From an optimization exercise on the open Yosys and OpenROAD flow, aimed at small area, a short achievable clock period and few clock cycles; shortcuts taken in it are not production practice.
Function was checked by simulation only, so behaviour that the tests miss may differ from the original.
No driver is modelled on the clock port, so clocking that relies on it looks cheaper here than on a real chip.
Power and IR drop assume default switching activity.

**flow/design.v**
```verilog
`default_nettype none
package fixed_arith_pkg;
  localparam int FIX_W  = 16;
  localparam int FRAC_W = 8;
  localparam int PROD_W = 32;  
  localparam logic [31:0] REG_OP_A      = 32'h00;
  localparam logic [31:0] REG_OP_B      = 32'h04;
  localparam logic [31:0] REG_SUM       = 32'h08;
  localparam logic [31:0] REG_PROD      = 32'h0C;
  localparam logic [31:0] REG_PROD_FULL = 32'h10;
  localparam logic [1:0] RESP_OKAY = 2'b00;
  typedef logic [FIX_W-1:0] fix_t;
  typedef struct packed {
    fix_t a;  
    fix_t b;  
  } fix_operands_t;
  typedef struct packed {
    fix_t sum;
    logic overflow;  
  } add_result_t;
  typedef struct packed {
    logic [PROD_W-1:0] full;
    fix_t              product;  
    logic              overflow;
    logic              precision_lost;
  } mul_result_t;
endpackage
`default_nettype wire
`default_nettype none
`timescale 1ns/10ps
module fixed_add_unit
(
  input  logic [fixed_arith_pkg::FIX_W-1:0] a,
  input  logic [fixed_arith_pkg::FIX_W-1:0] b,
  output fixed_arith_pkg::add_result_t      add_res
);
  assign {add_res.overflow, add_res.sum} = {1'b0, a} + {1'b0, b};
endmodule
`default_nettype wire
`default_nettype none
`timescale 1ns/10ps
module fixed_mul_unit
(
  input  logic        clk,
  input  logic [15:0] a,
  input  logic [15:0] b,
  input  logic [7:0]  bone,   
  input  logic [7:0]  btwo,   
  output logic [31:0] p,
  output logic        ovf,   
  output logic        prec   
);
  logic bo0, bt0, bn0, bp0_0, bp0_1, bp0_2, bp0_3, bp0_4, bp0_5, bp0_6;
  logic bp0_7, bp0_8, bp0_9, bp0_10, bp0_11, bp0_12, bp0_13, bp0_14, bp0_15, bp0_16;
  logic bs0, bo1, bt1, bn1, bp1_0, bp1_1, bp1_2, bp1_3, bp1_4, bp1_5;
  logic bp1_6, bp1_7, bp1_8, bp1_9, bp1_10, bp1_11, bp1_12, bp1_13, bp1_14, bp1_15;
  logic bp1_16, bs1, bo2, bt2, bn2, bp2_0, bp2_1, bp2_2, bp2_3, bp2_4;
  logic bp2_5, bp2_6, bp2_7, bp2_8, bp2_9, bp2_10, bp2_11, bp2_12, bp2_13, bp2_14;
  logic bp2_15, bp2_16, bs2, bo3, bt3, bn3, bp3_0, bp3_1, bp3_2, bp3_3;
  logic bp3_4, bp3_5, bp3_6, bp3_7, bp3_8, bp3_9, bp3_10, bp3_11, bp3_12, bp3_13;
  logic bp3_14, bp3_15, bp3_16, bs3, bo4, bt4, bn4, bp4_0, bp4_1, bp4_2;
  logic bp4_3, bp4_4, bp4_5, bp4_6, bp4_7, bp4_8, bp4_9, bp4_10, bp4_11, bp4_12;
  logic bp4_13, bp4_14, bp4_15, bp4_16, bs4, bo5, bt5, bn5, bp5_0, bp5_1;
  logic bp5_2, bp5_3, bp5_4, bp5_5, bp5_6, bp5_7, bp5_8, bp5_9, bp5_10, bp5_11;
  logic bp5_12, bp5_13, bp5_14, bp5_15, bp5_16, bs5, bo6, bt6, bn6, bp6_0;
  logic bp6_1, bp6_2, bp6_3, bp6_4, bp6_5, bp6_6, bp6_7, bp6_8, bp6_9, bp6_10;
  logic bp6_11, bp6_12, bp6_13, bp6_14, bp6_15, bp6_16, bs6, bo7, bt7, bn7;
  logic bp7_0, bp7_1, bp7_2, bp7_3, bp7_4, bp7_5, bp7_6, bp7_7, bp7_8, bp7_9;
  logic bp7_10, bp7_11, bp7_12, bp7_13, bp7_14, bp7_15, bp7_16, bs7, bp8_0, bp8_1;
  logic bp8_2, bp8_3, bp8_4, bp8_5, bp8_6, bp8_7, bp8_8, bp8_9, bp8_10, bp8_11;
  logic bp8_12, bp8_13, bp8_14, bp8_15, hs0, hc0, hs1, hc1, fs0, fc0;
  logic hs2, hc2, fs1, fc1, hs3, hc3, fs2, fc2, fs3, fc3;
  logic hs4, hc4, fs4, fc4, fs5, fc5, hs5, hc5, fs6, fc6;
  logic fs7, fc7, fs8, fc8, fs9, fc9, fs10, fc10, fs11, fc11;
  logic fs12, fc12, fs13, fc13, fs14, fc14, fs15, fc15, fs16, fc16;
  logic fs17, fc17, fs18, fc18, fs19, fc19, hs6, hc6, fs20, fc20;
  logic fs21, fc21, fs22, fc22, hs7, hc7, fs23, fc23, hs8, hc8;
  logic hs9, hc9, hs10, hc10, fs24, fc24, hs11, hc11, fs25, fc25;
  logic hs12, hc12, fs26, fc26, fs27, fc27, fs28, fc28, fs29, fc29;
  logic fs30, fc30, fs31, fc31, fs32, fc32, fs33, fc33, fs34, fc34;
  logic fs35, fc35, fs36, fc36, fs37, fc37, fs38, fc38, fs39, fc39;
  logic fs40, fc40, fs41, fc41, fs42, fc42, fs43, fc43, fs44, fc44;
  logic fs45, fc45, fs46, fc46, fs47, fc47, fs48, fc48, fs49, fc49;
  logic fs50, fc50, fs51, fc51, fs52, fc52, fs53, fc53, fs54, fc54;
  logic fs55, fc55, fs56, fc56, fs57, fc57, fs58, fc58, hs13, hc13;
  logic fs59, fc59, hs14, hc14, hs15, hc15, hs16, hc16, fs60, fc60;
  logic fs61, fc61, fs62, fc62, fs63, fc63, fs64, fc64, fs65, fc65;
  logic fs66, fc66, fs67, fc67, fs68, fc68, fs69, fc69, fs70, fc70;
  logic fs71, fc71, fs72, fc72, fs73, fc73, fs74, fc74, fs75, fc75;
  logic fs76, fc76, fs77, fc77, fs78, fc78, fs79, fc79, fs80, fc80;
  logic fs81, fc81, fs82, fc82, fs83, fc83, hs17, hc17, fs84, fc84;
  logic fs85, fc85, fs86, fc86, fs87, fc87, fs88, fc88, fs89, fc89;
  logic fs90, fc90;
  logic [31:0] r0_q;
  logic [31:0] r1_q;
  logic [31:0] r2_q;
  logic hs18, hc18, fs91, fc91, fs92, fc92, fs93, fc93, fs94, fc94;
  logic fs95, fc95, fs96, fc96, fs97, fc97, fs98, fc98, fs99, fc99;
  logic fs100, fc100, fs101, fc101, fs102, fc102, fs103, fc103, fs104, fc104;
  logic fs105, fc105, fs106, fc106, fs107, fc107, fs108, fc108, fs109, fc109;
  logic fs110, fc110, fs111, fc111, fs112, fc112;
  logic [31:0] x, y;
  assign bo0 = bone[0];
  assign bt0 = btwo[0];
  assign bn0 = b[1];
  assign bp0_0 = ((bo0 & a[0])) ^ bn0;
  assign bp0_1 = ((bo0 & a[1]) | (bt0 & a[0])) ^ bn0;
  assign bp0_2 = ((bo0 & a[2]) | (bt0 & a[1])) ^ bn0;
  assign bp0_3 = ((bo0 & a[3]) | (bt0 & a[2])) ^ bn0;
  assign bp0_4 = ((bo0 & a[4]) | (bt0 & a[3])) ^ bn0;
  assign bp0_5 = ((bo0 & a[5]) | (bt0 & a[4])) ^ bn0;
  assign bp0_6 = ((bo0 & a[6]) | (bt0 & a[5])) ^ bn0;
  assign bp0_7 = ((bo0 & a[7]) | (bt0 & a[6])) ^ bn0;
  assign bp0_8 = ((bo0 & a[8]) | (bt0 & a[7])) ^ bn0;
  assign bp0_9 = ((bo0 & a[9]) | (bt0 & a[8])) ^ bn0;
  assign bp0_10 = ((bo0 & a[10]) | (bt0 & a[9])) ^ bn0;
  assign bp0_11 = ((bo0 & a[11]) | (bt0 & a[10])) ^ bn0;
  assign bp0_12 = ((bo0 & a[12]) | (bt0 & a[11])) ^ bn0;
  assign bp0_13 = ((bo0 & a[13]) | (bt0 & a[12])) ^ bn0;
  assign bp0_14 = ((bo0 & a[14]) | (bt0 & a[13])) ^ bn0;
  assign bp0_15 = ((bo0 & a[15]) | (bt0 & a[14])) ^ bn0;
  assign bp0_16 = ((bt0 & a[15])) ^ bn0;
  assign bs0 = ~bn0;
  assign bo1 = bone[1];
  assign bt1 = btwo[1];
  assign bn1 = b[3];
  assign bp1_0 = ((bo1 & a[0])) ^ bn1;
  assign bp1_1 = ((bo1 & a[1]) | (bt1 & a[0])) ^ bn1;
  assign bp1_2 = ((bo1 & a[2]) | (bt1 & a[1])) ^ bn1;
  assign bp1_3 = ((bo1 & a[3]) | (bt1 & a[2])) ^ bn1;
  assign bp1_4 = ((bo1 & a[4]) | (bt1 & a[3])) ^ bn1;
  assign bp1_5 = ((bo1 & a[5]) | (bt1 & a[4])) ^ bn1;
  assign bp1_6 = ((bo1 & a[6]) | (bt1 & a[5])) ^ bn1;
  assign bp1_7 = ((bo1 & a[7]) | (bt1 & a[6])) ^ bn1;
  assign bp1_8 = ((bo1 & a[8]) | (bt1 & a[7])) ^ bn1;
  assign bp1_9 = ((bo1 & a[9]) | (bt1 & a[8])) ^ bn1;
  assign bp1_10 = ((bo1 & a[10]) | (bt1 & a[9])) ^ bn1;
  assign bp1_11 = ((bo1 & a[11]) | (bt1 & a[10])) ^ bn1;
  assign bp1_12 = ((bo1 & a[12]) | (bt1 & a[11])) ^ bn1;
  assign bp1_13 = ((bo1 & a[13]) | (bt1 & a[12])) ^ bn1;
  assign bp1_14 = ((bo1 & a[14]) | (bt1 & a[13])) ^ bn1;
  assign bp1_15 = ((bo1 & a[15]) | (bt1 & a[14])) ^ bn1;
  assign bp1_16 = ((bt1 & a[15])) ^ bn1;
  assign bs1 = ~bn1;
  assign bo2 = bone[2];
  assign bt2 = btwo[2];
  assign bn2 = b[5];
  assign bp2_0 = ((bo2 & a[0])) ^ bn2;
  assign bp2_1 = ((bo2 & a[1]) | (bt2 & a[0])) ^ bn2;
  assign bp2_2 = ((bo2 & a[2]) | (bt2 & a[1])) ^ bn2;
  assign bp2_3 = ((bo2 & a[3]) | (bt2 & a[2])) ^ bn2;
  assign bp2_4 = ((bo2 & a[4]) | (bt2 & a[3])) ^ bn2;
  assign bp2_5 = ((bo2 & a[5]) | (bt2 & a[4])) ^ bn2;
  assign bp2_6 = ((bo2 & a[6]) | (bt2 & a[5])) ^ bn2;
  assign bp2_7 = ((bo2 & a[7]) | (bt2 & a[6])) ^ bn2;
  assign bp2_8 = ((bo2 & a[8]) | (bt2 & a[7])) ^ bn2;
  assign bp2_9 = ((bo2 & a[9]) | (bt2 & a[8])) ^ bn2;
  assign bp2_10 = ((bo2 & a[10]) | (bt2 & a[9])) ^ bn2;
  assign bp2_11 = ((bo2 & a[11]) | (bt2 & a[10])) ^ bn2;
  assign bp2_12 = ((bo2 & a[12]) | (bt2 & a[11])) ^ bn2;
  assign bp2_13 = ((bo2 & a[13]) | (bt2 & a[12])) ^ bn2;
  assign bp2_14 = ((bo2 & a[14]) | (bt2 & a[13])) ^ bn2;
  assign bp2_15 = ((bo2 & a[15]) | (bt2 & a[14])) ^ bn2;
  assign bp2_16 = ((bt2 & a[15])) ^ bn2;
  assign bs2 = ~bn2;
  assign bo3 = bone[3];
  assign bt3 = btwo[3];
  assign bn3 = b[7];
  assign bp3_0 = ((bo3 & a[0])) ^ bn3;
  assign bp3_1 = ((bo3 & a[1]) | (bt3 & a[0])) ^ bn3;
  assign bp3_2 = ((bo3 & a[2]) | (bt3 & a[1])) ^ bn3;
  assign bp3_3 = ((bo3 & a[3]) | (bt3 & a[2])) ^ bn3;
  assign bp3_4 = ((bo3 & a[4]) | (bt3 & a[3])) ^ bn3;
  assign bp3_5 = ((bo3 & a[5]) | (bt3 & a[4])) ^ bn3;
  assign bp3_6 = ((bo3 & a[6]) | (bt3 & a[5])) ^ bn3;
  assign bp3_7 = ((bo3 & a[7]) | (bt3 & a[6])) ^ bn3;
  assign bp3_8 = ((bo3 & a[8]) | (bt3 & a[7])) ^ bn3;
  assign bp3_9 = ((bo3 & a[9]) | (bt3 & a[8])) ^ bn3;
  assign bp3_10 = ((bo3 & a[10]) | (bt3 & a[9])) ^ bn3;
  assign bp3_11 = ((bo3 & a[11]) | (bt3 & a[10])) ^ bn3;
  assign bp3_12 = ((bo3 & a[12]) | (bt3 & a[11])) ^ bn3;
  assign bp3_13 = ((bo3 & a[13]) | (bt3 & a[12])) ^ bn3;
  assign bp3_14 = ((bo3 & a[14]) | (bt3 & a[13])) ^ bn3;
  assign bp3_15 = ((bo3 & a[15]) | (bt3 & a[14])) ^ bn3;
  assign bp3_16 = ((bt3 & a[15])) ^ bn3;
  assign bs3 = ~bn3;
  assign bo4 = bone[4];
  assign bt4 = btwo[4];
  assign bn4 = b[9];
  assign bp4_0 = ((bo4 & a[0])) ^ bn4;
  assign bp4_1 = ((bo4 & a[1]) | (bt4 & a[0])) ^ bn4;
  assign bp4_2 = ((bo4 & a[2]) | (bt4 & a[1])) ^ bn4;
  assign bp4_3 = ((bo4 & a[3]) | (bt4 & a[2])) ^ bn4;
  assign bp4_4 = ((bo4 & a[4]) | (bt4 & a[3])) ^ bn4;
  assign bp4_5 = ((bo4 & a[5]) | (bt4 & a[4])) ^ bn4;
  assign bp4_6 = ((bo4 & a[6]) | (bt4 & a[5])) ^ bn4;
  assign bp4_7 = ((bo4 & a[7]) | (bt4 & a[6])) ^ bn4;
  assign bp4_8 = ((bo4 & a[8]) | (bt4 & a[7])) ^ bn4;
  assign bp4_9 = ((bo4 & a[9]) | (bt4 & a[8])) ^ bn4;
  assign bp4_10 = ((bo4 & a[10]) | (bt4 & a[9])) ^ bn4;
  assign bp4_11 = ((bo4 & a[11]) | (bt4 & a[10])) ^ bn4;
  assign bp4_12 = ((bo4 & a[12]) | (bt4 & a[11])) ^ bn4;
  assign bp4_13 = ((bo4 & a[13]) | (bt4 & a[12])) ^ bn4;
  assign bp4_14 = ((bo4 & a[14]) | (bt4 & a[13])) ^ bn4;
  assign bp4_15 = ((bo4 & a[15]) | (bt4 & a[14])) ^ bn4;
  assign bp4_16 = ((bt4 & a[15])) ^ bn4;
  assign bs4 = ~bn4;
  assign bo5 = bone[5];
  assign bt5 = btwo[5];
  assign bn5 = b[11];
  assign bp5_0 = ((bo5 & a[0])) ^ bn5;
  assign bp5_1 = ((bo5 & a[1]) | (bt5 & a[0])) ^ bn5;
  assign bp5_2 = ((bo5 & a[2]) | (bt5 & a[1])) ^ bn5;
  assign bp5_3 = ((bo5 & a[3]) | (bt5 & a[2])) ^ bn5;
  assign bp5_4 = ((bo5 & a[4]) | (bt5 & a[3])) ^ bn5;
  assign bp5_5 = ((bo5 & a[5]) | (bt5 & a[4])) ^ bn5;
  assign bp5_6 = ((bo5 & a[6]) | (bt5 & a[5])) ^ bn5;
  assign bp5_7 = ((bo5 & a[7]) | (bt5 & a[6])) ^ bn5;
  assign bp5_8 = ((bo5 & a[8]) | (bt5 & a[7])) ^ bn5;
  assign bp5_9 = ((bo5 & a[9]) | (bt5 & a[8])) ^ bn5;
  assign bp5_10 = ((bo5 & a[10]) | (bt5 & a[9])) ^ bn5;
  assign bp5_11 = ((bo5 & a[11]) | (bt5 & a[10])) ^ bn5;
  assign bp5_12 = ((bo5 & a[12]) | (bt5 & a[11])) ^ bn5;
  assign bp5_13 = ((bo5 & a[13]) | (bt5 & a[12])) ^ bn5;
  assign bp5_14 = ((bo5 & a[14]) | (bt5 & a[13])) ^ bn5;
  assign bp5_15 = ((bo5 & a[15]) | (bt5 & a[14])) ^ bn5;
  assign bp5_16 = ((bt5 & a[15])) ^ bn5;
  assign bs5 = ~bn5;
  assign bo6 = bone[6];
  assign bt6 = btwo[6];
  assign bn6 = b[13];
  assign bp6_0 = ((bo6 & a[0])) ^ bn6;
  assign bp6_1 = ((bo6 & a[1]) | (bt6 & a[0])) ^ bn6;
  assign bp6_2 = ((bo6 & a[2]) | (bt6 & a[1])) ^ bn6;
  assign bp6_3 = ((bo6 & a[3]) | (bt6 & a[2])) ^ bn6;
  assign bp6_4 = ((bo6 & a[4]) | (bt6 & a[3])) ^ bn6;
  assign bp6_5 = ((bo6 & a[5]) | (bt6 & a[4])) ^ bn6;
  assign bp6_6 = ((bo6 & a[6]) | (bt6 & a[5])) ^ bn6;
  assign bp6_7 = ((bo6 & a[7]) | (bt6 & a[6])) ^ bn6;
  assign bp6_8 = ((bo6 & a[8]) | (bt6 & a[7])) ^ bn6;
  assign bp6_9 = ((bo6 & a[9]) | (bt6 & a[8])) ^ bn6;
  assign bp6_10 = ((bo6 & a[10]) | (bt6 & a[9])) ^ bn6;
  assign bp6_11 = ((bo6 & a[11]) | (bt6 & a[10])) ^ bn6;
  assign bp6_12 = ((bo6 & a[12]) | (bt6 & a[11])) ^ bn6;
  assign bp6_13 = ((bo6 & a[13]) | (bt6 & a[12])) ^ bn6;
  assign bp6_14 = ((bo6 & a[14]) | (bt6 & a[13])) ^ bn6;
  assign bp6_15 = ((bo6 & a[15]) | (bt6 & a[14])) ^ bn6;
  assign bp6_16 = ((bt6 & a[15])) ^ bn6;
  assign bs6 = ~bn6;
  assign bo7 = bone[7];
  assign bt7 = btwo[7];
  assign bn7 = b[15];
  assign bp7_0 = ((bo7 & a[0])) ^ bn7;
  assign bp7_1 = ((bo7 & a[1]) | (bt7 & a[0])) ^ bn7;
  assign bp7_2 = ((bo7 & a[2]) | (bt7 & a[1])) ^ bn7;
  assign bp7_3 = ((bo7 & a[3]) | (bt7 & a[2])) ^ bn7;
  assign bp7_4 = ((bo7 & a[4]) | (bt7 & a[3])) ^ bn7;
  assign bp7_5 = ((bo7 & a[5]) | (bt7 & a[4])) ^ bn7;
  assign bp7_6 = ((bo7 & a[6]) | (bt7 & a[5])) ^ bn7;
  assign bp7_7 = ((bo7 & a[7]) | (bt7 & a[6])) ^ bn7;
  assign bp7_8 = ((bo7 & a[8]) | (bt7 & a[7])) ^ bn7;
  assign bp7_9 = ((bo7 & a[9]) | (bt7 & a[8])) ^ bn7;
  assign bp7_10 = ((bo7 & a[10]) | (bt7 & a[9])) ^ bn7;
  assign bp7_11 = ((bo7 & a[11]) | (bt7 & a[10])) ^ bn7;
  assign bp7_12 = ((bo7 & a[12]) | (bt7 & a[11])) ^ bn7;
  assign bp7_13 = ((bo7 & a[13]) | (bt7 & a[12])) ^ bn7;
  assign bp7_14 = ((bo7 & a[14]) | (bt7 & a[13])) ^ bn7;
  assign bp7_15 = ((bo7 & a[15]) | (bt7 & a[14])) ^ bn7;
  assign bp7_16 = ((bt7 & a[15])) ^ bn7;
  assign bs7 = ~bn7;
  assign bp8_0 = a[0] & b[15];
  assign bp8_1 = a[1] & b[15];
  assign bp8_2 = a[2] & b[15];
  assign bp8_3 = a[3] & b[15];
  assign bp8_4 = a[4] & b[15];
  assign bp8_5 = a[5] & b[15];
  assign bp8_6 = a[6] & b[15];
  assign bp8_7 = a[7] & b[15];
  assign bp8_8 = a[8] & b[15];
  assign bp8_9 = a[9] & b[15];
  assign bp8_10 = a[10] & b[15];
  assign bp8_11 = a[11] & b[15];
  assign bp8_12 = a[12] & b[15];
  assign bp8_13 = a[13] & b[15];
  assign bp8_14 = a[14] & b[15];
  assign bp8_15 = a[15] & b[15];
  assign hs0 = bn5 ^ bp0_10;
  assign hc0 = bn5 & bp0_10;
  assign hs1 = bp0_11 ^ bp1_9;
  assign hc1 = bp0_11 & bp1_9;
  fixed_fa u_fs0 (.x(bn6), .y(bp0_12), .z(bp1_10), .s(fs0), .c(fc0));
  assign hs2 = bp2_8 ^ bp3_6;
  assign hc2 = bp2_8 & bp3_6;
  fixed_fa u_fs1 (.x(bp0_13), .y(bp1_11), .z(bp2_9), .s(fs1), .c(fc1));
  assign hs3 = bp3_7 ^ bp4_5;
  assign hc3 = bp3_7 & bp4_5;
  fixed_fa u_fs2 (.x(bn7), .y(bp0_14), .z(bp1_12), .s(fs2), .c(fc2));
  fixed_fa u_fs3 (.x(bp2_10), .y(bp3_8), .z(bp4_6), .s(fs3), .c(fc3));
  assign hs4 = bp5_4 ^ bp6_2;
  assign hc4 = bp5_4 & bp6_2;
  fixed_fa u_fs4 (.x(bp0_15), .y(bp1_13), .z(bp2_11), .s(fs4), .c(fc4));
  fixed_fa u_fs5 (.x(bp3_9), .y(bp4_7), .z(bp5_5), .s(fs5), .c(fc5));
  assign hs5 = bp6_3 ^ bp7_1;
  assign hc5 = bp6_3 & bp7_1;
  fixed_fa u_fs6 (.x(bp8_0), .y(bp0_16), .z(bp1_14), .s(fs6), .c(fc6));
  fixed_fa u_fs7 (.x(bp2_12), .y(bp3_10), .z(bp4_8), .s(fs7), .c(fc7));
  fixed_fa u_fs8 (.x(bp5_6), .y(bp6_4), .z(bp7_2), .s(fs8), .c(fc8));
  fixed_fa u_fs9 (.x(bn0), .y(bp8_1), .z(bp1_15), .s(fs9), .c(fc9));
  fixed_fa u_fs10 (.x(bp2_13), .y(bp3_11), .z(bp4_9), .s(fs10), .c(fc10));
  fixed_fa u_fs11 (.x(bp5_7), .y(bp6_5), .z(bp7_3), .s(fs11), .c(fc11));
  fixed_fa u_fs12 (.x(bn0), .y(bp8_2), .z(bp1_16), .s(fs12), .c(fc12));
  fixed_fa u_fs13 (.x(bp2_14), .y(bp3_12), .z(bp4_10), .s(fs13), .c(fc13));
  fixed_fa u_fs14 (.x(bp5_8), .y(bp6_6), .z(bp7_4), .s(fs14), .c(fc14));
  fixed_fa u_fs15 (.x(bs0), .y(bs1), .z(bp8_3), .s(fs15), .c(fc15));
  fixed_fa u_fs16 (.x(bp2_15), .y(bp3_13), .z(bp4_11), .s(fs16), .c(fc16));
  fixed_fa u_fs17 (.x(bp5_9), .y(bp6_7), .z(bp7_5), .s(fs17), .c(fc17));
  fixed_fa u_fs18 (.x(1'b1), .y(bp8_4), .z(bp2_16), .s(fs18), .c(fc18));
  fixed_fa u_fs19 (.x(bp3_14), .y(bp4_12), .z(bp5_10), .s(fs19), .c(fc19));
  assign hs6 = bp6_8 ^ bp7_6;
  assign hc6 = bp6_8 & bp7_6;
  fixed_fa u_fs20 (.x(bs2), .y(bp8_5), .z(bp3_15), .s(fs20), .c(fc20));
  fixed_fa u_fs21 (.x(bp4_13), .y(bp5_11), .z(bp6_9), .s(fs21), .c(fc21));
  fixed_fa u_fs22 (.x(1'b1), .y(bp8_6), .z(bp3_16), .s(fs22), .c(fc22));
  assign hs7 = bp4_14 ^ bp5_12;
  assign hc7 = bp4_14 & bp5_12;
  fixed_fa u_fs23 (.x(bs3), .y(bp8_7), .z(bp4_15), .s(fs23), .c(fc23));
  assign hs8 = 1'b1 ^ bp8_8;
  assign hc8 = 1'b1 & bp8_8;
  assign hs9 = bn3 ^ bp0_6;
  assign hc9 = bn3 & bp0_6;
  assign hs10 = bp0_7 ^ bp1_5;
  assign hc10 = bp0_7 & bp1_5;
  fixed_fa u_fs24 (.x(bn4), .y(bp0_8), .z(bp1_6), .s(fs24), .c(fc24));
  assign hs11 = bp2_4 ^ bp3_2;
  assign hc11 = bp2_4 & bp3_2;
  fixed_fa u_fs25 (.x(bp0_9), .y(bp1_7), .z(bp2_5), .s(fs25), .c(fc25));
  assign hs12 = bp3_3 ^ bp4_1;
  assign hc12 = bp3_3 & bp4_1;
  fixed_fa u_fs26 (.x(bp1_8), .y(bp2_6), .z(bp3_4), .s(fs26), .c(fc26));
  fixed_fa u_fs27 (.x(bp4_2), .y(bp5_0), .z(hs0), .s(fs27), .c(fc27));
  fixed_fa u_fs28 (.x(bp2_7), .y(bp3_5), .z(bp4_3), .s(fs28), .c(fc28));
  fixed_fa u_fs29 (.x(bp5_1), .y(hc0), .z(hs1), .s(fs29), .c(fc29));
  fixed_fa u_fs30 (.x(bp4_4), .y(bp5_2), .z(bp6_0), .s(fs30), .c(fc30));
  fixed_fa u_fs31 (.x(hc1), .y(hs2), .z(fs0), .s(fs31), .c(fc31));
  fixed_fa u_fs32 (.x(bp5_3), .y(bp6_1), .z(hc2), .s(fs32), .c(fc32));
  fixed_fa u_fs33 (.x(hs3), .y(fc0), .z(fs1), .s(fs33), .c(fc33));
  fixed_fa u_fs34 (.x(bp7_0), .y(hc3), .z(hs4), .s(fs34), .c(fc34));
  fixed_fa u_fs35 (.x(fc1), .y(fs2), .z(fs3), .s(fs35), .c(fc35));
  fixed_fa u_fs36 (.x(hc4), .y(hs5), .z(fc2), .s(fs36), .c(fc36));
  fixed_fa u_fs37 (.x(fc3), .y(fs4), .z(fs5), .s(fs37), .c(fc37));
  fixed_fa u_fs38 (.x(hc5), .y(fc4), .z(fc5), .s(fs38), .c(fc38));
  fixed_fa u_fs39 (.x(fs6), .y(fs7), .z(fs8), .s(fs39), .c(fc39));
  fixed_fa u_fs40 (.x(fc6), .y(fc7), .z(fc8), .s(fs40), .c(fc40));
  fixed_fa u_fs41 (.x(fs9), .y(fs10), .z(fs11), .s(fs41), .c(fc41));
  fixed_fa u_fs42 (.x(fc9), .y(fc10), .z(fc11), .s(fs42), .c(fc42));
  fixed_fa u_fs43 (.x(fs12), .y(fs13), .z(fs14), .s(fs43), .c(fc43));
  fixed_fa u_fs44 (.x(fs15), .y(fc12), .z(fc13), .s(fs44), .c(fc44));
  fixed_fa u_fs45 (.x(fc14), .y(fs16), .z(fs17), .s(fs45), .c(fc45));
  fixed_fa u_fs46 (.x(fc15), .y(hs6), .z(fc16), .s(fs46), .c(fc46));
  fixed_fa u_fs47 (.x(fc17), .y(fs18), .z(fs19), .s(fs47), .c(fc47));
  fixed_fa u_fs48 (.x(bp7_7), .y(hc6), .z(fc18), .s(fs48), .c(fc48));
  fixed_fa u_fs49 (.x(fc19), .y(fs20), .z(fs21), .s(fs49), .c(fc49));
  fixed_fa u_fs50 (.x(bp6_10), .y(bp7_8), .z(hs7), .s(fs50), .c(fc50));
  fixed_fa u_fs51 (.x(fc20), .y(fc21), .z(fs22), .s(fs51), .c(fc51));
  fixed_fa u_fs52 (.x(bp5_13), .y(bp6_11), .z(bp7_9), .s(fs52), .c(fc52));
  fixed_fa u_fs53 (.x(hc7), .y(fc22), .z(fs23), .s(fs53), .c(fc53));
  fixed_fa u_fs54 (.x(hs8), .y(bp4_16), .z(bp5_14), .s(fs54), .c(fc54));
  fixed_fa u_fs55 (.x(bp6_12), .y(bp7_10), .z(fc23), .s(fs55), .c(fc55));
  fixed_fa u_fs56 (.x(bs4), .y(bp8_9), .z(hc8), .s(fs56), .c(fc56));
  fixed_fa u_fs57 (.x(bp5_15), .y(bp6_13), .z(bp7_11), .s(fs57), .c(fc57));
  fixed_fa u_fs58 (.x(1'b1), .y(bp8_10), .z(bp5_16), .s(fs58), .c(fc58));
  assign hs13 = bp6_14 ^ bp7_12;
  assign hc13 = bp6_14 & bp7_12;
  fixed_fa u_fs59 (.x(bs5), .y(bp8_11), .z(bp6_15), .s(fs59), .c(fc59));
  assign hs14 = 1'b1 ^ bp8_12;
  assign hc14 = 1'b1 & bp8_12;
  assign hs15 = bn2 ^ bp0_4;
  assign hc15 = bn2 & bp0_4;
  assign hs16 = bp0_5 ^ bp1_3;
  assign hc16 = bp0_5 & bp1_3;
  fixed_fa u_fs60 (.x(bp1_4), .y(bp2_2), .z(bp3_0), .s(fs60), .c(fc60));
  fixed_fa u_fs61 (.x(bp2_3), .y(bp3_1), .z(hc9), .s(fs61), .c(fc61));
  fixed_fa u_fs62 (.x(bp4_0), .y(hc10), .z(hs11), .s(fs62), .c(fc62));
  fixed_fa u_fs63 (.x(hc11), .y(hs12), .z(fc24), .s(fs63), .c(fc63));
  fixed_fa u_fs64 (.x(hc12), .y(fc25), .z(fs26), .s(fs64), .c(fc64));
  fixed_fa u_fs65 (.x(fc26), .y(fs28), .z(fc27), .s(fs65), .c(fc65));
  fixed_fa u_fs66 (.x(fc28), .y(fs30), .z(fc29), .s(fs66), .c(fc66));
  fixed_fa u_fs67 (.x(fc30), .y(fs32), .z(fc31), .s(fs67), .c(fc67));
  fixed_fa u_fs68 (.x(fc32), .y(fs34), .z(fc33), .s(fs68), .c(fc68));
  fixed_fa u_fs69 (.x(fc34), .y(fc35), .z(fs36), .s(fs69), .c(fc69));
  fixed_fa u_fs70 (.x(fc36), .y(fc37), .z(fs38), .s(fs70), .c(fc70));
  fixed_fa u_fs71 (.x(fc38), .y(fc39), .z(fs40), .s(fs71), .c(fc71));
  fixed_fa u_fs72 (.x(fc40), .y(fc41), .z(fs42), .s(fs72), .c(fc72));
  fixed_fa u_fs73 (.x(fc42), .y(fc43), .z(fs44), .s(fs73), .c(fc73));
  fixed_fa u_fs74 (.x(fc44), .y(fc45), .z(fs46), .s(fs74), .c(fc74));
  fixed_fa u_fs75 (.x(fc46), .y(fc47), .z(fs48), .s(fs75), .c(fc75));
  fixed_fa u_fs76 (.x(fs50), .y(fc48), .z(fc49), .s(fs76), .c(fc76));
  fixed_fa u_fs77 (.x(fs52), .y(fc50), .z(fc51), .s(fs77), .c(fc77));
  fixed_fa u_fs78 (.x(fc52), .y(fs54), .z(fc53), .s(fs78), .c(fc78));
  fixed_fa u_fs79 (.x(fs56), .y(fc54), .z(fs57), .s(fs79), .c(fc79));
  fixed_fa u_fs80 (.x(fc56), .y(hs13), .z(fc57), .s(fs80), .c(fc80));
  fixed_fa u_fs81 (.x(bp7_13), .y(hc13), .z(fc58), .s(fs81), .c(fc81));
  fixed_fa u_fs82 (.x(hs14), .y(bp6_16), .z(bp7_14), .s(fs82), .c(fc82));
  fixed_fa u_fs83 (.x(bs6), .y(bp8_13), .z(hc14), .s(fs83), .c(fc83));
  assign hs17 = 1'b1 ^ bp8_14;
  assign hc17 = 1'b1 & bp8_14;
  fixed_fa u_fs84 (.x(bn1), .y(bp0_2), .z(bp1_0), .s(fs84), .c(fc84));
  fixed_fa u_fs85 (.x(fs58), .y(fc79), .z(fs80), .s(fs85), .c(fc85));
  fixed_fa u_fs86 (.x(fs59), .y(fc80), .z(fs81), .s(fs86), .c(fc86));
  fixed_fa u_fs87 (.x(fc59), .y(fs82), .z(fc81), .s(fs87), .c(fc87));
  fixed_fa u_fs88 (.x(bp7_15), .y(fs83), .z(fc82), .s(fs88), .c(fc88));
  fixed_fa u_fs89 (.x(hs17), .y(bp7_16), .z(fc83), .s(fs89), .c(fc89));
  fixed_fa u_fs90 (.x(bs7), .y(bp8_15), .z(hc17), .s(fs90), .c(fc90));
  always_ff @(posedge clk)
  begin
    r0_q[0] <= bn0;
    r1_q[0] <= bp0_0;
    r0_q[1] <= bp0_1;
    r0_q[2] <= fs84;
    r0_q[3] <= bp0_3;
    r1_q[3] <= bp1_1;
    r2_q[3] <= fc84;
    r0_q[4] <= bp1_2;
    r1_q[4] <= bp2_0;
    r2_q[4] <= hs15;
    r0_q[5] <= bp2_1;
    r1_q[5] <= hc15;
    r2_q[5] <= hs16;
    r0_q[6] <= hc16;
    r1_q[6] <= hs9;
    r2_q[6] <= fs60;
    r0_q[7] <= hs10;
    r1_q[7] <= fc60;
    r2_q[7] <= fs61;
    r0_q[8] <= fs24;
    r1_q[8] <= fc61;
    r2_q[8] <= fs62;
    r0_q[9] <= fs25;
    r1_q[9] <= fc62;
    r2_q[9] <= fs63;
    r0_q[10] <= fs27;
    r1_q[10] <= fc63;
    r2_q[10] <= fs64;
    r0_q[11] <= fs29;
    r1_q[11] <= fc64;
    r2_q[11] <= fs65;
    r0_q[12] <= fs31;
    r1_q[12] <= fc65;
    r2_q[12] <= fs66;
    r0_q[13] <= fs33;
    r1_q[13] <= fc66;
    r2_q[13] <= fs67;
    r0_q[14] <= fs35;
    r1_q[14] <= fc67;
    r2_q[14] <= fs68;
    r0_q[15] <= fs37;
    r1_q[15] <= fc68;
    r2_q[15] <= fs69;
    r0_q[16] <= fs39;
    r1_q[16] <= fc69;
    r2_q[16] <= fs70;
    r0_q[17] <= fs41;
    r1_q[17] <= fc70;
    r2_q[17] <= fs71;
    r0_q[18] <= fs43;
    r1_q[18] <= fc71;
    r2_q[18] <= fs72;
    r0_q[19] <= fs45;
    r1_q[19] <= fc72;
    r2_q[19] <= fs73;
    r0_q[20] <= fs47;
    r1_q[20] <= fc73;
    r2_q[20] <= fs74;
    r0_q[21] <= fs49;
    r1_q[21] <= fc74;
    r2_q[21] <= fs75;
    r0_q[22] <= fs51;
    r1_q[22] <= fc75;
    r2_q[22] <= fs76;
    r0_q[23] <= fs53;
    r1_q[23] <= fc76;
    r2_q[23] <= fs77;
    r0_q[24] <= fs55;
    r1_q[24] <= fc77;
    r2_q[24] <= fs78;
    r0_q[25] <= fc55;
    r1_q[25] <= fs79;
    r2_q[25] <= fc78;
    r0_q[26] <= fs85;
    r0_q[27] <= fc85;
    r1_q[27] <= fs86;
    r0_q[28] <= fc86;
    r1_q[28] <= fs87;
    r0_q[29] <= fs88;
    r1_q[29] <= fc87;
    r0_q[30] <= fs89;
    r1_q[30] <= fc88;
    r0_q[31] <= fs90;
    r1_q[31] <= fc89;
  end
  assign r1_q[1] = 1'b0;
  assign r1_q[2] = 1'b0;
  assign r1_q[26] = 1'b0;
  assign r2_q[0] = 1'b0;
  assign r2_q[1] = 1'b0;
  assign r2_q[2] = 1'b0;
  assign r2_q[26] = 1'b0;
  assign r2_q[27] = 1'b0;
  assign r2_q[28] = 1'b0;
  assign r2_q[29] = 1'b0;
  assign r2_q[30] = 1'b0;
  assign r2_q[31] = 1'b0;
  assign hs18 = r0_q[3] ^ r1_q[3];
  assign hc18 = r0_q[3] & r1_q[3];
  fixed_fa u_fs91 (.x(r0_q[4]), .y(r1_q[4]), .z(r2_q[4]), .s(fs91), .c(fc91));
  fixed_fa u_fs92 (.x(r0_q[5]), .y(r1_q[5]), .z(r2_q[5]), .s(fs92), .c(fc92));
  fixed_fa u_fs93 (.x(r0_q[6]), .y(r1_q[6]), .z(r2_q[6]), .s(fs93), .c(fc93));
  fixed_fa u_fs94 (.x(r0_q[7]), .y(r1_q[7]), .z(r2_q[7]), .s(fs94), .c(fc94));
  fixed_fa u_fs95 (.x(r0_q[8]), .y(r1_q[8]), .z(r2_q[8]), .s(fs95), .c(fc95));
  fixed_fa u_fs96 (.x(r0_q[9]), .y(r1_q[9]), .z(r2_q[9]), .s(fs96), .c(fc96));
  fixed_fa u_fs97 (.x(r0_q[10]), .y(r1_q[10]), .z(r2_q[10]), .s(fs97), .c(fc97));
  fixed_fa u_fs98 (.x(r0_q[11]), .y(r1_q[11]), .z(r2_q[11]), .s(fs98), .c(fc98));
  fixed_fa u_fs99 (.x(r0_q[12]), .y(r1_q[12]), .z(r2_q[12]), .s(fs99), .c(fc99));
  fixed_fa u_fs100 (.x(r0_q[13]), .y(r1_q[13]), .z(r2_q[13]), .s(fs100), .c(fc100));
  fixed_fa u_fs101 (.x(r0_q[14]), .y(r1_q[14]), .z(r2_q[14]), .s(fs101), .c(fc101));
  fixed_fa u_fs102 (.x(r0_q[15]), .y(r1_q[15]), .z(r2_q[15]), .s(fs102), .c(fc102));
  fixed_fa u_fs103 (.x(r0_q[16]), .y(r1_q[16]), .z(r2_q[16]), .s(fs103), .c(fc103));
  fixed_fa u_fs104 (.x(r0_q[17]), .y(r1_q[17]), .z(r2_q[17]), .s(fs104), .c(fc104));
  fixed_fa u_fs105 (.x(r0_q[18]), .y(r1_q[18]), .z(r2_q[18]), .s(fs105), .c(fc105));
  fixed_fa u_fs106 (.x(r0_q[19]), .y(r1_q[19]), .z(r2_q[19]), .s(fs106), .c(fc106));
  fixed_fa u_fs107 (.x(r0_q[20]), .y(r1_q[20]), .z(r2_q[20]), .s(fs107), .c(fc107));
  fixed_fa u_fs108 (.x(r0_q[21]), .y(r1_q[21]), .z(r2_q[21]), .s(fs108), .c(fc108));
  fixed_fa u_fs109 (.x(r0_q[22]), .y(r1_q[22]), .z(r2_q[22]), .s(fs109), .c(fc109));
  fixed_fa u_fs110 (.x(r0_q[23]), .y(r1_q[23]), .z(r2_q[23]), .s(fs110), .c(fc110));
  fixed_fa u_fs111 (.x(r0_q[24]), .y(r1_q[24]), .z(r2_q[24]), .s(fs111), .c(fc111));
  fixed_fa u_fs112 (.x(r0_q[25]), .y(r1_q[25]), .z(r2_q[25]), .s(fs112), .c(fc112));
  assign x[0] = r0_q[0];
  assign y[0] = r1_q[0];
  assign x[1] = r0_q[1];
  assign y[1] = 1'b0;
  assign x[2] = r0_q[2];
  assign y[2] = 1'b0;
  assign x[3] = r2_q[3];
  assign y[3] = hs18;
  assign x[4] = hc18;
  assign y[4] = fs91;
  assign x[5] = fc91;
  assign y[5] = fs92;
  assign x[6] = fc92;
  assign y[6] = fs93;
  assign x[7] = fc93;
  assign y[7] = fs94;
  assign x[8] = fc94;
  assign y[8] = fs95;
  assign x[9] = fc95;
  assign y[9] = fs96;
  assign x[10] = fc96;
  assign y[10] = fs97;
  assign x[11] = fc97;
  assign y[11] = fs98;
  assign x[12] = fc98;
  assign y[12] = fs99;
  assign x[13] = fc99;
  assign y[13] = fs100;
  assign x[14] = fc100;
  assign y[14] = fs101;
  assign x[15] = fc101;
  assign y[15] = fs102;
  assign x[16] = fc102;
  assign y[16] = fs103;
  assign x[17] = fc103;
  assign y[17] = fs104;
  assign x[18] = fc104;
  assign y[18] = fs105;
  assign x[19] = fc105;
  assign y[19] = fs106;
  assign x[20] = fc106;
  assign y[20] = fs107;
  assign x[21] = fc107;
  assign y[21] = fs108;
  assign x[22] = fc108;
  assign y[22] = fs109;
  assign x[23] = fc109;
  assign y[23] = fs110;
  assign x[24] = fc110;
  assign y[24] = fs111;
  assign x[25] = fc111;
  assign y[25] = fs112;
  assign x[26] = r0_q[26];
  assign y[26] = fc112;
  assign x[27] = r0_q[27];
  assign y[27] = r1_q[27];
  assign x[28] = r0_q[28];
  assign y[28] = r1_q[28];
  assign x[29] = r0_q[29];
  assign y[29] = r1_q[29];
  assign x[30] = r0_q[30];
  assign y[30] = r1_q[30];
  assign x[31] = r0_q[31];
  assign y[31] = r1_q[31];
  logic [7:0]  z;
  assign p = x + y;
  assign z[0] = p[24];
  assign z[7:1] = (x[31:25] ^ y[31:25]) ^ (x[30:24] | y[30:24]);
  assign ovf  = |z;
  assign prec = |p[7:0];
endmodule
`default_nettype wire
`default_nettype none
module fixed_fa
(
  input  logic x,
  input  logic y,
  input  logic z,
  output logic s,
  output logic c
);
  assign s = x ^ y ^ z;
  assign c = (x & y) | (x & z) | (y & z);
endmodule
`default_nettype wire
`default_nettype none
`timescale 1ns/10ps
module axil_fixed_regs
#(
  parameter int ADDR_W = 5
)
(
  input  logic              clk,
  input  logic              rst_n,
  input  logic [ADDR_W-1:0] awaddr,
  input  logic              awvalid,
  output logic              awready,
  input  logic [31:0]       wdata,
  input  logic [3:0]        wstrb,
  input  logic              wvalid,
  output logic              wready,
  output logic [1:0]        bresp,
  output logic              bvalid,
  input  logic              bready,
  input  logic [ADDR_W-1:0] araddr,
  input  logic              arvalid,
  output logic              arready,
  output logic [31:0]       rdata,
  output logic [1:0]        rresp,
  output logic              rvalid,
  input  logic              rready,
  output fixed_arith_pkg::fix_operands_t operands,
  output logic [7:0]        b_one,      
  output logic [7:0]        b_two,      
  input  fixed_arith_pkg::add_result_t   add_res,
  input  logic [fixed_arith_pkg::PROD_W-1:0] prod,
  input  logic              prod_ovf,   
  input  logic              prod_prec   
);
  logic        wr_fire;
  logic        wr_op_a;
  logic        wr_op_b;
  logic        wr_op_q;
  logic        wr_b_lo;
  logic        wr_b_hi;
  logic [15:0] b_next;
  logic [16:0] bw;        
  logic [16:0] bn;        
  logic [7:0]  one_w;
  logic [7:0]  two_w;
  logic        one_n4;
  logic        two_n4;
  logic        rd_fire;
  logic [31:0] rd_map;
  assign awready = ~bvalid;
  assign wready  = ~bvalid;
  assign wr_fire = awvalid & wvalid & ~bvalid;
  assign wr_op_a = wr_fire & (awaddr[ADDR_W-1:2] == fixed_arith_pkg::REG_OP_A[ADDR_W-1:2]);
  assign wr_op_b = wr_fire & (awaddr[ADDR_W-1:2] == fixed_arith_pkg::REG_OP_B[ADDR_W-1:2]);
  assign bresp   = fixed_arith_pkg::RESP_OKAY;
  assign wr_b_lo = wr_op_b & wstrb[0];
  assign wr_b_hi = wr_op_b & wstrb[1];
  assign b_next  = {wr_b_hi ? wdata[15:8] : operands.b[15:8], wr_b_lo ? wdata[7:0] : operands.b[7:0]};
  assign bw      = {wdata[15:0], 1'b0};
  assign bn      = {b_next, 1'b0};
  always_comb
  begin
    for (int k = 0; k < 8; k++)
    begin
      one_w[k] = bw[2*k+1] ^ bw[2*k];
      two_w[k] = bw[2*k+2] ? ~(bw[2*k+1] | bw[2*k]) : (bw[2*k+1] & bw[2*k]);
    end
  end
  assign one_n4 = bn[9] ^ bn[8];
  assign two_n4 = bn[10] ? ~(bn[9] | bn[8]) : (bn[9] & bn[8]);
  always_ff @(posedge clk or negedge rst_n)
  begin
    if (!rst_n)
    begin
      bvalid   <= 1'b0;
      wr_op_q  <= 1'b0;
      operands <= '0;
      b_one    <= '0;
      b_two    <= '0;
    end
    else
    begin
      if (wr_fire)
        bvalid <= 1'b1;
      else if (bready)
        bvalid <= 1'b0;
      wr_op_q <= wr_op_a | wr_op_b;
      if (wr_op_a & wstrb[0]) operands.a[7:0]  <= wdata[7:0];
      if (wr_op_a & wstrb[1]) operands.a[15:8] <= wdata[15:8];
      if (wr_op_b & wstrb[0]) operands.b[7:0]  <= wdata[7:0];
      if (wr_op_b & wstrb[1]) operands.b[15:8] <= wdata[15:8];
      if (wr_b_lo)
      begin
        b_one[3:0] <= one_w[3:0];
        b_two[3:0] <= two_w[3:0];
      end
      if (wr_b_hi)
      begin
        b_one[7:5] <= one_w[7:5];
        b_two[7:5] <= two_w[7:5];
      end
      if (wr_b_lo | wr_b_hi)
      begin
        b_one[4] <= one_n4;
        b_two[4] <= two_n4;
      end
    end
  end
  assign arready = ~rvalid & ~wr_op_q;
  assign rd_fire = arvalid & arready;
  assign rresp   = fixed_arith_pkg::RESP_OKAY;
  always_comb
  begin
    case (araddr[ADDR_W-1:2])
      3'd2:    rd_map = {15'd0, add_res.overflow, add_res.sum};
      3'd3:    rd_map = {14'd0, prod_prec, prod_ovf, prod[23:8]};
      3'd4:    rd_map = prod;
      default: rd_map = 32'd0;  
    endcase
  end
  always_ff @(posedge clk or negedge rst_n)
  begin
    if (!rst_n)
      rvalid <= 1'b0;
    else if (rd_fire)
      rvalid <= 1'b1;
    else if (rready)
      rvalid <= 1'b0;
  end
  always_ff @(posedge clk)
  begin
    if (!rvalid)
      rdata <= rd_map;
  end
endmodule
`default_nettype wire
`default_nettype none
`timescale 1ns/10ps
module fixed_arith_top
#(
  parameter int ADDR_W = 5
)
(
  input  logic              clk,
  input  logic              rst_n,
  input  logic [ADDR_W-1:0] awaddr,
  input  logic              awvalid,
  output logic              awready,
  input  logic [31:0]       wdata,
  input  logic [3:0]        wstrb,
  input  logic              wvalid,
  output logic              wready,
  output logic [1:0]        bresp,
  output logic              bvalid,
  input  logic              bready,
  input  logic [ADDR_W-1:0] araddr,
  input  logic              arvalid,
  output logic              arready,
  output logic [31:0]       rdata,
  output logic [1:0]        rresp,
  output logic              rvalid,
  input  logic              rready
);
  fixed_arith_pkg::fix_operands_t     operands;
  fixed_arith_pkg::add_result_t       add_res;
  logic [fixed_arith_pkg::PROD_W-1:0] prod;
  logic                               prod_ovf;
  logic [7:0]                         b_one;
  logic [7:0]                         b_two;
  logic                               prod_prec;
  axil_fixed_regs #(
    .ADDR_W (ADDR_W)
  ) u_regs (
    .clk       (clk),
    .rst_n     (rst_n),
    .awaddr    (awaddr),
    .awvalid   (awvalid),
    .awready   (awready),
    .wdata     (wdata),
    .wstrb     (wstrb),
    .wvalid    (wvalid),
    .wready    (wready),
    .bresp     (bresp),
    .bvalid    (bvalid),
    .bready    (bready),
    .araddr    (araddr),
    .arvalid   (arvalid),
    .arready   (arready),
    .rdata     (rdata),
    .rresp     (rresp),
    .rvalid    (rvalid),
    .rready    (rready),
    .operands  (operands),
    .b_one     (b_one),
    .b_two     (b_two),
    .add_res   (add_res),
    .prod      (prod),
    .prod_ovf  (prod_ovf),
    .prod_prec (prod_prec)
  );
  fixed_add_unit u_add (
    .a       (operands.a),
    .b       (operands.b),
    .add_res (add_res)
  );
  fixed_mul_unit u_mul (
    .clk (clk),
    .a   (operands.a),
    .b    (operands.b),
    .bone (b_one),
    .btwo (b_two),
    .p    (prod),
    .ovf  (prod_ovf),
    .prec (prod_prec)
  );
endmodule
`default_nettype wire
```
**flow/flow/run.sh**
```bash
#!/bin/bash
# The standard layout with two changes:
#  - the smallest plain buffer on each port, in place of the delay buffer
#    ORFS's buffer_ports picks by default;
#  - after CTS, useful clock skew between the multiplier's pipeline stages
#    (flow/skew.tcl): the operand registers get their clock early and the
#    rdata registers late. Then the standard flow goes on from global routing.
set -euo pipefail
here=$(pwd)
res=$here/orfs/results/sky130hd/fixed_arith_top/base
bufs="BUFFER_PORTS_ARGS=-buffer_cell sky130_fd_sc_hd__buf_1"
source flow/skew.env
bash standard.sh "$bufs" SETUP_SLACK_MARGIN=$MARGIN_CTS cts > standard_cts.log 2>&1
cp $res/4_cts.odb $here/4_cts_noskew.odb
ODB_IN=$here/4_cts_noskew.odb SDC_IN=$res/4_cts.sdc ODB_OUT=$res/4_cts.odb \
  openroad -no_init -exit flow/skew.tcl > skew.log 2>&1
rm -f $here/4_cts_noskew.odb
bash standard.sh "$bufs" SETUP_SLACK_MARGIN=$MARGIN_ROUTE finish > standard_finish.log 2>&1
```
**flow/flow/skew.env**
```
# settings of flow/run.sh and flow/skew.tcl
export MARGIN_CTS=2.5
export MARGIN_ROUTE=2.9
export LATE_SPECS='{{u_regs.rdata*} sky130_fd_sc_hd__clkbuf_4 3 8}'
export EARLY_PAT="u_regs.operands* u_regs.b_one* u_regs.b_two*"
export EARLY_BUF=sky130_fd_sc_hd__clkbuf_16
export EARLY_N=2
export CLK_NET=clk
```
**flow/flow/skew.tcl**
```tcl
set plat $::env(FLOW_HOME)/platforms/sky130hd
read_lef $plat/lef/sky130_fd_sc_hd.tlef
read_lef $plat/lef/sky130_fd_sc_hd_merged.lef
read_liberty $plat/lib/sky130_fd_sc_hd__tt_025C_1v80.lib
read_db $::env(ODB_IN)
read_sdc $::env(SDC_IN)
source $plat/setRC.tcl
set_propagated_clock [all_clocks]
estimate_parasitics -placement
puts "=== before"
report_worst_slack -max
report_worst_slack -min
report_checks -path_delay max -format end -group_path_count 6

set db [ord::get_db]
set block [ord::get_db_block]

proc by_x {a b} { expr {[lindex [$a getLocation] 0] - [lindex [$b getLocation] 0]} }

proc centroid {insts} {
  set sx 0; set sy 0
  foreach i $insts { set loc [$i getLocation]; set sx [expr {$sx + [lindex $loc 0]}]; set sy [expr {$sy + [lindex $loc 1]}] }
  return [list [expr {$sx / [llength $insts]}] [expr {$sy / [llength $insts]}]]
}

proc matches {name pats} {
  foreach p $pats { if {[string match $p $name]} { return 1 } }
  return 0
}

proc regs_matching {block pats} {
  set out {}
  foreach inst [$block getInsts] {
    if {![matches [$inst getName] $pats]} { continue }
    set it [$inst findITerm CLK]
    if {$it == "NULL" || $it == ""} { continue }
    lappend out $inst
  }
  return $out
}

proc add_buf {block master name drvnet x y} {
  set buf [odb::dbInst_create $block $master $name]
  $buf setLocation $x $y
  $buf setPlacementStatus PLACED
  set net [odb::dbNet_create $block "${name}_clk"]
  $net setSigType CLOCK
  [$buf findITerm A] connect $drvnet
  [$buf findITerm X] connect $net
  return $net
}

proc move_clk {insts net} {
  foreach i $insts {
    set it [$i findITerm CLK]
    $it disconnect
    $it connect $net
  }
}

# late registers, grouped by the CTS leaf net that clocks them. LATE_SPECS is
# a list of {patterns buffer chain max_group}: each group of at most max_group
# registers of a leaf net gets a chain of chain buffers.
set k 0
foreach spec $::env(LATE_SPECS) {
  lassign $spec pats bufname chain maxg
  set master [$db findMaster $bufname]
  array unset groups
  array set groups {}
  foreach inst [regs_matching $block $pats] {
    lappend groups([[[$inst findITerm CLK] getNet] getName]) $inst
  }
  foreach netname [lsort [array names groups]] {
    set oldnet [$block findNet $netname]
    set all [lsort -command by_x $groups($netname)]
    set ng [expr {int(ceil(double([llength $all]) / $maxg))}]
    set per [expr {int(ceil(double([llength $all]) / $ng))}]
    for {set g 0} {$g < $ng} {incr g} {
      set insts [lrange $all [expr {$g * $per}] [expr {($g + 1) * $per - 1}]]
      lassign [centroid $insts] x y
      set drv $oldnet
      for {set c 0} {$c < $chain} {incr c} {
        set drv [add_buf $block $master "skew_late_${k}_$c" $drv $x $y]
      }
      move_clk $insts $drv
      puts "late group $k ($pats): [llength $insts] registers from $netname"
      incr k
    }
  }
}

# early registers, split by position among EARLY_N buffers on the port's net
set early [lsort -command by_x [regs_matching $block $::env(EARLY_PAT)]]
set clknet [$block findNet $::env(CLK_NET)]
set n $::env(EARLY_N)
set per [expr {int(ceil(double([llength $early]) / $n))}]
for {set g 0} {$g < $n} {incr g} {
  set grp [lrange $early [expr {$g * $per}] [expr {($g + 1) * $per - 1}]]
  if {[llength $grp] == 0} { continue }
  lassign [centroid $grp] x y
  set net [add_buf $block [$db findMaster $::env(EARLY_BUF)] "skew_early_$g" $clknet $x $y]
  move_clk $grp $net
  puts "early group $g: [llength $grp] registers"
}

global_connect
detailed_placement
check_placement
estimate_parasitics -placement
puts "=== after"
report_worst_slack -max
report_worst_slack -min
report_checks -path_delay max -format end -group_path_count 6
report_clock_skew
write_db $::env(ODB_OUT)
```
**flow/standard.sh**
```bash
#!/bin/bash
# synth_recipe.tcl (not shown) runs the flow's synth.tcl, then flattens the netlist and writes it again
# the make line also repeats each setting of config.mk as NAME=value (left out here)
make -C /OpenROAD-flow-scripts/flow DESIGN_CONFIG=/design/flow/config.mk WORK_HOME=/design/flow/orfs CLKGATE_MAP_FILE= SYNTH_SCRIPT=/design/flow/synth_recipe.tcl "${@:-finish}"
```
**flow/config.mk**
```make
export PLATFORM = sky130hd
export DESIGN_NAME = fixed_arith_top
export DESIGN_NICKNAME = fixed_arith_top
export VERILOG_FILES = /design/flow/design.v
export SDC_FILE = /design/flow/constraint.sdc
export NUM_CORES = 4
export LEC_CHECK = 0
export CAP_MARGIN = 20
export CORE_MARGIN = 2
export CORE_UTILIZATION = 65
export SETUP_SLACK_MARGIN = 2.5
export SLEW_MARGIN = 20
export SYNTH_HIERARCHICAL = 1
export SYNTH_MINIMUM_KEEP_SIZE = 0
```
**flow/constraint.sdc**
```tcl
create_clock -name core_clock -period 5.5 [get_ports {clk}]
set_input_delay 1.1000 -clock core_clock [delete_from_list [all_inputs] [get_ports {clk}]]
set_output_delay 1.1000 -clock core_clock [all_outputs]
set_load 0.01 [all_outputs]
```
==> flow_metrics.tcl, run 1 <==
set metrics [dict create \
    status "finished clean" \
    hpwl_um 22720 \
    ys_top_cells_by_area "fa_1, dfxtp_1, xnor2_1" \
    cp_top_family "adder cells" \
    synth-seq-cells 166 \
    peakVddDrop_uv 438.7 \
    finalCriticalPeriod_ns 2.683 \
    antenna_found_initial 0 \
    synth-edff-count 32 \
    leakage_nw 6.044 \
    dieArea_sq_mm 0.02174 \
    cts_sinks 166 \
    maxCapViolCount 0 \
    synth_compound_gate_area_share 0.1667 \
    htreeDepth 4 \
    die_w_um 147.5 \
    total_power_mw 10.41 \
    power_density_mw_per_mm2 706.7 \
    cts-hold-fix-buffers 0 \
    fin_setup_tns_ns 0 \
    cpPeakStageDelay_ns 0.55 \
    reg2reg_from "u_mul.r1_q[10]" \
    synth.top_cell.area_share 0.1706 \
    grt_pass1_vias 10090 \
    multi_input_comb_area_sq_mm 0.009036 \
    worst_pin_slew_ns 0.6890 \
    seq_area_sq_mm 0.003936 \
    yosys_warnings 20 \
    synthSimpleGateAreaFrac 0.08587 \
    synthMostInstantiatedCell "xnor2_1" \
    track_usage 0.3182 \
    yosys.area.top_type "fa_1" \
    netlist_area_sq_mm 0.01338 \
    rsz0062_at_grt "true" \
    async_flop_share 0.3012 \
    crit_required_ns 6.13 \
    diodes 0 \
    fillCellCount 1479 \
    clk_latency_ns 0.81 \
    arrival_ns 3.31 \
    cts_root_buf "clkbuf_16" \
    placementRows 52 \
    synth-seq-area-share 0.2911 \
    slew_headroom 0.5395 \
    antenna_left 0 \
    core_area_sq_mm 0.02023 \
    yosys.area_share.adder 0.2464 \
    drc 0 \
    syn_area_per_cell_sq_um 10.32 \
    synthTopCellsByCount "xnor2_1, a22oi_1, fa_1, nand2_1, dfxtp_1" \
    synth_top_family_by_area "adder cells" \
    synthMuxAreaShare 0.03891 \
    cts_max_path_buffers 2 \
    cp_max_fo 7 \
    drive_gt1_frac 0.1491 \
    cts_inserted_buffers 17 \
    path_cells "fa_1, ha_4, and2_1, nand3_2, o211ai_4, nand2_1, o221ai_2, mux2i_2, mux2i_1, o21ai_2" \
    grt_overflow_total 0 \
    wire_per_inst_um 20.93 \
    hold_viol_final 0 \
    fin_util 0.7284 \
    start_util 0.6610 \
    clock_skew_ns 0.6594 \
    fp.dieH_um 147.5 \
    synth_cell_type_count 78 \
    num_vias 10050 \
    ios 94 \
    critPathBufInv 0 \
    clk_pin_slew_worst_paths_ns 0.09 \
    crit_type "reg2reg" \
    cts_tree "built" \
    hp-start "u_regs.operands[1]" \
    final_net_count 1563 \
    slew_violations 0 \
    finalSetupViolCount 0 \
    dr.pass1.iters 6 \
    min_period_over_period 0.4878 \
    worstSetupStartpoint "u_mul.r1_q[10]" \
    cp-end-kind "flip-flop" \
    grt_pass1_wl_um 53830 \
    startpoint_type "flip-flop" \
    viasPerCell 6.288 \
    crit_path_top_delay_cell "fa_1" \
    yosys.area_share.xor_xnor 0.1179 \
    ys.flop_type "dfxtp_1" \
    min_path_type "reg2reg" \
    fmax_mhz 372.7 \
    grt_max_degree 51 \
    area_growth_syn_to_layout_pct 10.19 \
    first_iter_violations 943 \
    syn_inst 1296 \
    io_buffer_count 67 \
    gp_congestion 0.9052 \
    wl_um 33450 \
    reg2reg_slack_ns 2.82 \
]
[per-module statistics from Yosys (local to each module, per instance), excerpt]
module / copies in the design / area, sq um / flops+latches / cells inside
fixed_add_unit: 1 / 855.8 / 0 / 110
fixed_fa: 113 / 20.02 / 0 / 1
fixed_mul_unit: 1 / 6548 / 84 / 770
[placed cells by master (no fill, tap or decap), types with 32 or more instances in the layout]
cell / netlist / layout
inv_1: 53 / 53
dfrtp_2: 0 / 33
xnor2_1: 157 / 155
o21ai_0: 53 / 48
nand2_1: 96 / 95
buf_1: 3 / 66
ha_1: 81 / 66
dfxtp_1: 84 / 83
edfxtp_1: 32 / 32
a22oi_1: 120 / 120
fa_1: 114 / 112
[cells by family after synthesis]
family          count (synthesis)
xor+xnor                      180
mux                            49
flops                         166
simple gates                  223
compound gates                310
fa+ha+maj                     195
buf+inv                       171
other cells                     2
[per-layer routing]
metal	wire length [um]	track usage	part of all wire
met5	0	0	0
met4	856	0.1207	0.026
met3	2571	0.05710	0.077
met2	15350	0.4897	0.46
met1	14670	0.4542	0.44
[area by class of cell]
| cell class | instances | area share |
|---|---|---|
| Timing Repair Buffer | 93 | 0.03065 |
| Buffer | 20 | 0.01256 |
| Clock inverter | 14 | 0.01104 |
| Clock buffer | 18 | 0.02912 |
| Multi-Input combinational cell | 964 | 0.6131 |
| Inverter | 53 | 0.01350 |
| Tap cell | 270 | 0.02292 |
| Sequential cell | 166 | 0.2671 |
[flip-flops by register name (all words and copies together) (netlist names), 8 cells and up]
| signal | flops |
|---|---|
| u_regs.operands | 31 |
| u_mul.r2_q | 23 |
| u_regs.b_two | 8 |
| u_mul.r0_q | 32 |
| u_regs.b_one | 8 |
| u_regs.rdata | 32 |
| u_mul.r1_q | 29 |
[where the power goes]
part / internal [mW] / switching (mW) / leakage [nW] / total, mW
sequential: 1.76 / 0.495 / 1.65 / 2.26
clock: 0.889 / 0.581 / 0.391 / 1.47
combinational: 2.87 / 3.81 / 4.01 / 6.69
total: 5.52 / 4.89 / 6.04 / 10.4
[through the flow]
stage	std cells	cell area, sq um	setup slack (ns)	hold WS, ns
final	1598	14740	2.817	0.3255
after detailed placement	1535	13600	2.175	0.5273
after global routing	1598	14740	2.751	0.3425
after global placement	1535	13600	2.190	0.5243
after floorplan	1301	13390	2.566	0.4454
after CTS	1573	14290	2.449	0.5556
[worst paths after layout]
| path | to | depth (start not counted) |
|---|---|---|
| min in group asynchronous | u_regs.rvalid | 2 |
| min reg2reg | u_mul.r0_q[0] | 0 |
| max | u_regs.rdata[16] | 10 |
| min | u_mul.r0_q[0] | 0 |
| max in group asynchronous | u_regs.b_two[1] | 2 |
| max reg2reg | u_regs.rdata[16] | 10 |
[timing repair]
| action | 4_1_cts | 5_1_grt |
|---|---|---|
| cloned | 0 | 0 |
| pin swaps | 6 | 15 |
| gates resized for setup | 15 | 68 |
| setup endpoints to repair | 11 | 51 |
| setup buffers | 6 | 5 |
Testbench counts, summed over its fixed seeds: cycles 7,706.
==> run 2, diff against run 1 <==
--- a/flow/config.mk
+++ b/flow/config.mk
@@ -8,6 +8,7 @@
 export CAP_MARGIN = 20
 export CORE_MARGIN = 2
 export CORE_UTILIZATION = 65
+export CTS_BUF_LIST = sky130_fd_sc_hd__clkbuf_8
 export SETUP_SLACK_MARGIN = 2.5
 export SLEW_MARGIN = 20
 export SYNTH_HIERARCHICAL = 1
==> run 2 against run 1 <==
  * Critical path depth stayed put
  * Count of clock-buffer cells in the layout is 1 lower
  * Critical endpoint is now u_regs.rdata[30]
  * Register-to-register slack better by 0.02 ns
  * Clock power is about 20% lower
  * First-iteration DRC count is 7.5% lower
  * Final cell count hardly changed
==> flow_metrics.tcl, run 2 <==
set metrics [dict create \
    peakVddDrop_uv 435.3 \
    cts_tree "built" \
    layout_common_cells "xnor2_1, a22oi_1, fa_1" \
    cp-end-kind "flip-flop" \
    synthTopCellsByCount "xnor2_1, a22oi_1, fa_1, nand2_1, dfxtp_1" \
    r2r-end "u_regs.rdata[30]" \
    drc 0 \
    startpoint_type "flip-flop" \
    slew_violations 0 \
    synth-edff-count 32 \
    hold_end "u_mul.r0_q[0]" \
    grt_max_degree 51 \
    finalNonFillerCells 1597 \
    gp_congestion 0.9052 \
    p_sw_frac 0.4786 \
    yosys.area.top_type "fa_1" \
    p_comb_frac 0.665 \
    worst_pin_slew_ns 0.7061 \
    syn_inst 1296 \
    placed_cells 1535 \
    design_area_sq_mm 0.01458 \
    area_growth_syn_to_layout_pct 9.008 \
    grt_overflow_total 0 \
    htreeDepth 4 \
    final_common_cell "xnor2_1" \
    cp_max_fo 6 \
    min_period_over_period 0.4849 \
    first_iter_violations 872 \
    pwr-share-clk 0.114 \
    p_int_mw 5.321 \
    cpPeakStageDelay_ns 0.60 \
    place_area_sq_mm 0.01360 \
    cp_top_family "compound AO/OA/AOI/OAI gates" \
    grt_pass1_vias 10070 \
    ys_top_cells_by_area "fa_1, dfxtp_1, xnor2_1" \
    final_net_count 1562 \
    hold_slack_ns 0.2958 \
    diodes 0 \
    hold_viol_final 0 \
    hp-start "u_regs.operands[1]" \
    reg2reg_depth 10 \
    reg_top3 "u_mul.r0_q (32), u_regs.rdata (32), u_regs.operands (31)" \
    synth_cell_type_count 78 \
    synth-seq-cells 166 \
    cts_max_path_buffers 2 \
    ys.flop_type "dfxtp_1" \
    start_util 0.6610 \
    drive_gt1_frac 0.1522 \
    netlist_area_sq_mm 0.01338 \
    dieArea_sq_mm 0.02174 \
    async_flop_share 0.3012 \
    antenna_found_initial 0 \
    clk_pin_slew_worst_paths_ns 0.09 \
    finalSetupViolCount 0 \
    hold_depth 0 \
    viasPerCell 6.258 \
    rsz0062_at_grt "true" \
    dr.pass1.iters 5 \
    slew_headroom 0.5282 \
    cts-hold-fix-buffers 0 \
    io_buffer_count 67 \
    hpwl_um 22720 \
    fp.dieH_um 147.5 \
    status "finished clean" \
    num_vias 9994 \
    cts_sinks 166 \
    cts_inserted_buffers 17 \
    synth.top_cell.area_share 0.1706 \
    path_cells "fa_2, ha_4, a21o_1, a221oi_4, buf_6, o211a_4, o211ai_1, a31o_1, xor2_1, and2_1" \
    wire_per_inst_um 20.77 \
    ios 94 \
]
## run 2: routing by layer
| metal | global-route usage | vias up | share of wire |
|---|---|---|---|
| met5 | 0 | - | 0 |
| met2 | 0.4893 | 470 | 0.46 |
| met3 | 0.05309 | 86 | 0.076 |
| met4 | 0.1154 | 0 | 0.024 |
| met1 | 0.4520 | 4888 | 0.44 |
| li1 | - | 4550 | - |
## run 2: repair_timing
action	in CTS	in global routing
setup buffers	5	5
gates resized for setup	19	72
setup endpoints to repair	14	51
pin swaps	7	15
## run 2: worst register-to-register path: cells and delay by family, from the launching register on
kind | cells | cell delay [ns]
flip-flops | 1 | 0.33
AO/OA/AOI/OAI | 5 | 1.18
buffers and inverters | 1 | 0.17
XOR/XNOR | 1 | 0.13
AND/OR/NAND/NOR | 1 | 0.13
adder cells (fa/ha/maj) | 2 | 0.83
## run 2: worst max path at each step
stage | start | to | slack [ns] | cells past startpoint
after CTS | u_mul.r1_q[10] | u_regs.rdata[16] | 2.43 | 10
after global routing | u_mul.r2_q[4] | u_regs.rdata[30] | 2.77 | 10
after floorplan | u_regs.operands[13] | u_mul.r2_q[18] | 2.57 | 6
after global placement | u_mul.r1_q[10] | u_regs.rdata[16] | 2.19 | 10
after detailed placement | u_mul.r1_q[10] | u_regs.rdata[16] | 2.17 | 10
final | u_mul.r2_q[4] | u_regs.rdata[30] | 2.83 | 10
## run 2: logic make-up (layout without fill, tap and decap cells)
group / Yosys count / after routing / synth area share
adders and majority gates: 195 / 195 / 0.2464
AOI/OAI and AO/OA: 310 / 310 / 0.1667
buffers and inverters: 171 / 197 / 0.05257
and+or+nand+nor: 223 / 223 / 0.08588
muxes: 49 / 49 / 0.03891
other: 2 / 7 / 0.0005615
DFF: 166 / 166 / 0.2911
xor gates and xnor gates: 180 / 180 / 0.1179
## run 2: through the flow
step / utilization / setup WS [ns]
detailed placement: 0.6720 / 2.175
global route: 0.7206 / 2.774
finish: 0.7206 / 2.833
floorplan: - / 2.566
global placement: 0.6720 / 2.190
CTS: 0.6980 / 2.433
## run 2: layout make-up
class | instances | area, sq um | share of cell area
Multi-Input combinational cell | 964 | 9077 | 0.6226
Sequential cell | 166 | 3933 | 0.2697
Clock buffer | 17 | 234.0 | 0.01605
Timing Repair Buffer | 92 | 447.9 | 0.03072
Tap cell | 270 | 337.8 | 0.02317
Inverter | 53 | 198.9 | 0.01364
Clock inverter | 15 | 166.4 | 0.01141
Buffer | 20 | 185.2 | 0.01270
## run 2: per-module statistics from Yosys (local to each module, per instance), excerpt
| module | flops+latches | area (sq um) |
|---|---|---|
| fixed_fa | 0 | 20.02 |
| fixed_mul_unit | 84 | 6548 |
| fixed_add_unit | 0 | 855.8 |
## run 2: power groups by stage
stage | sequential [mW] | combinational [mW] | clock (mW)
after CTS | 2.23 | 6.14 | 0.931
after floorplan | 2.01 | 4.58 | 0
after global placement | 2.25 | 5.82 | 0
after global routing | 2.30 | 7.42 | 1.25
after detailed placement | 2.26 | 5.92 | 0
final | 2.26 | 6.78 | 1.17

==> what the ideal ports hide <==
How much do the figures lean on ideal ports? The routed layouts below were timed once more, with nothing changed but the port constraints.
Step 1 sets driving cells, clkbuf_16 on the clock port and buf_2 on the other inputs (assumed; they add their load-dependent delay and slew).
Step 2, shift: input delay + t, output delay - t, t = (earliest + latest rising clock arrival at the registers) / 2. This alone moves slack from input paths to output paths.
Slacks: ideal ports / drivers / drivers and shift; pairs: ideal ports / drivers.
run | shift t [ns] | setup slack, ns | latest minus earliest clock arrival (ns)
run 1 | 0.556 | 2.817 / 2.817 / 2.512 | 0.660 / 0.660
run 2 | 0.571 | 2.833 / 2.833 / 2.481 | 0.696 / 0.697
In run 1 and run 2 the clock reaches the registers at very different times; t lies between them, and the last value is a rough guide only.
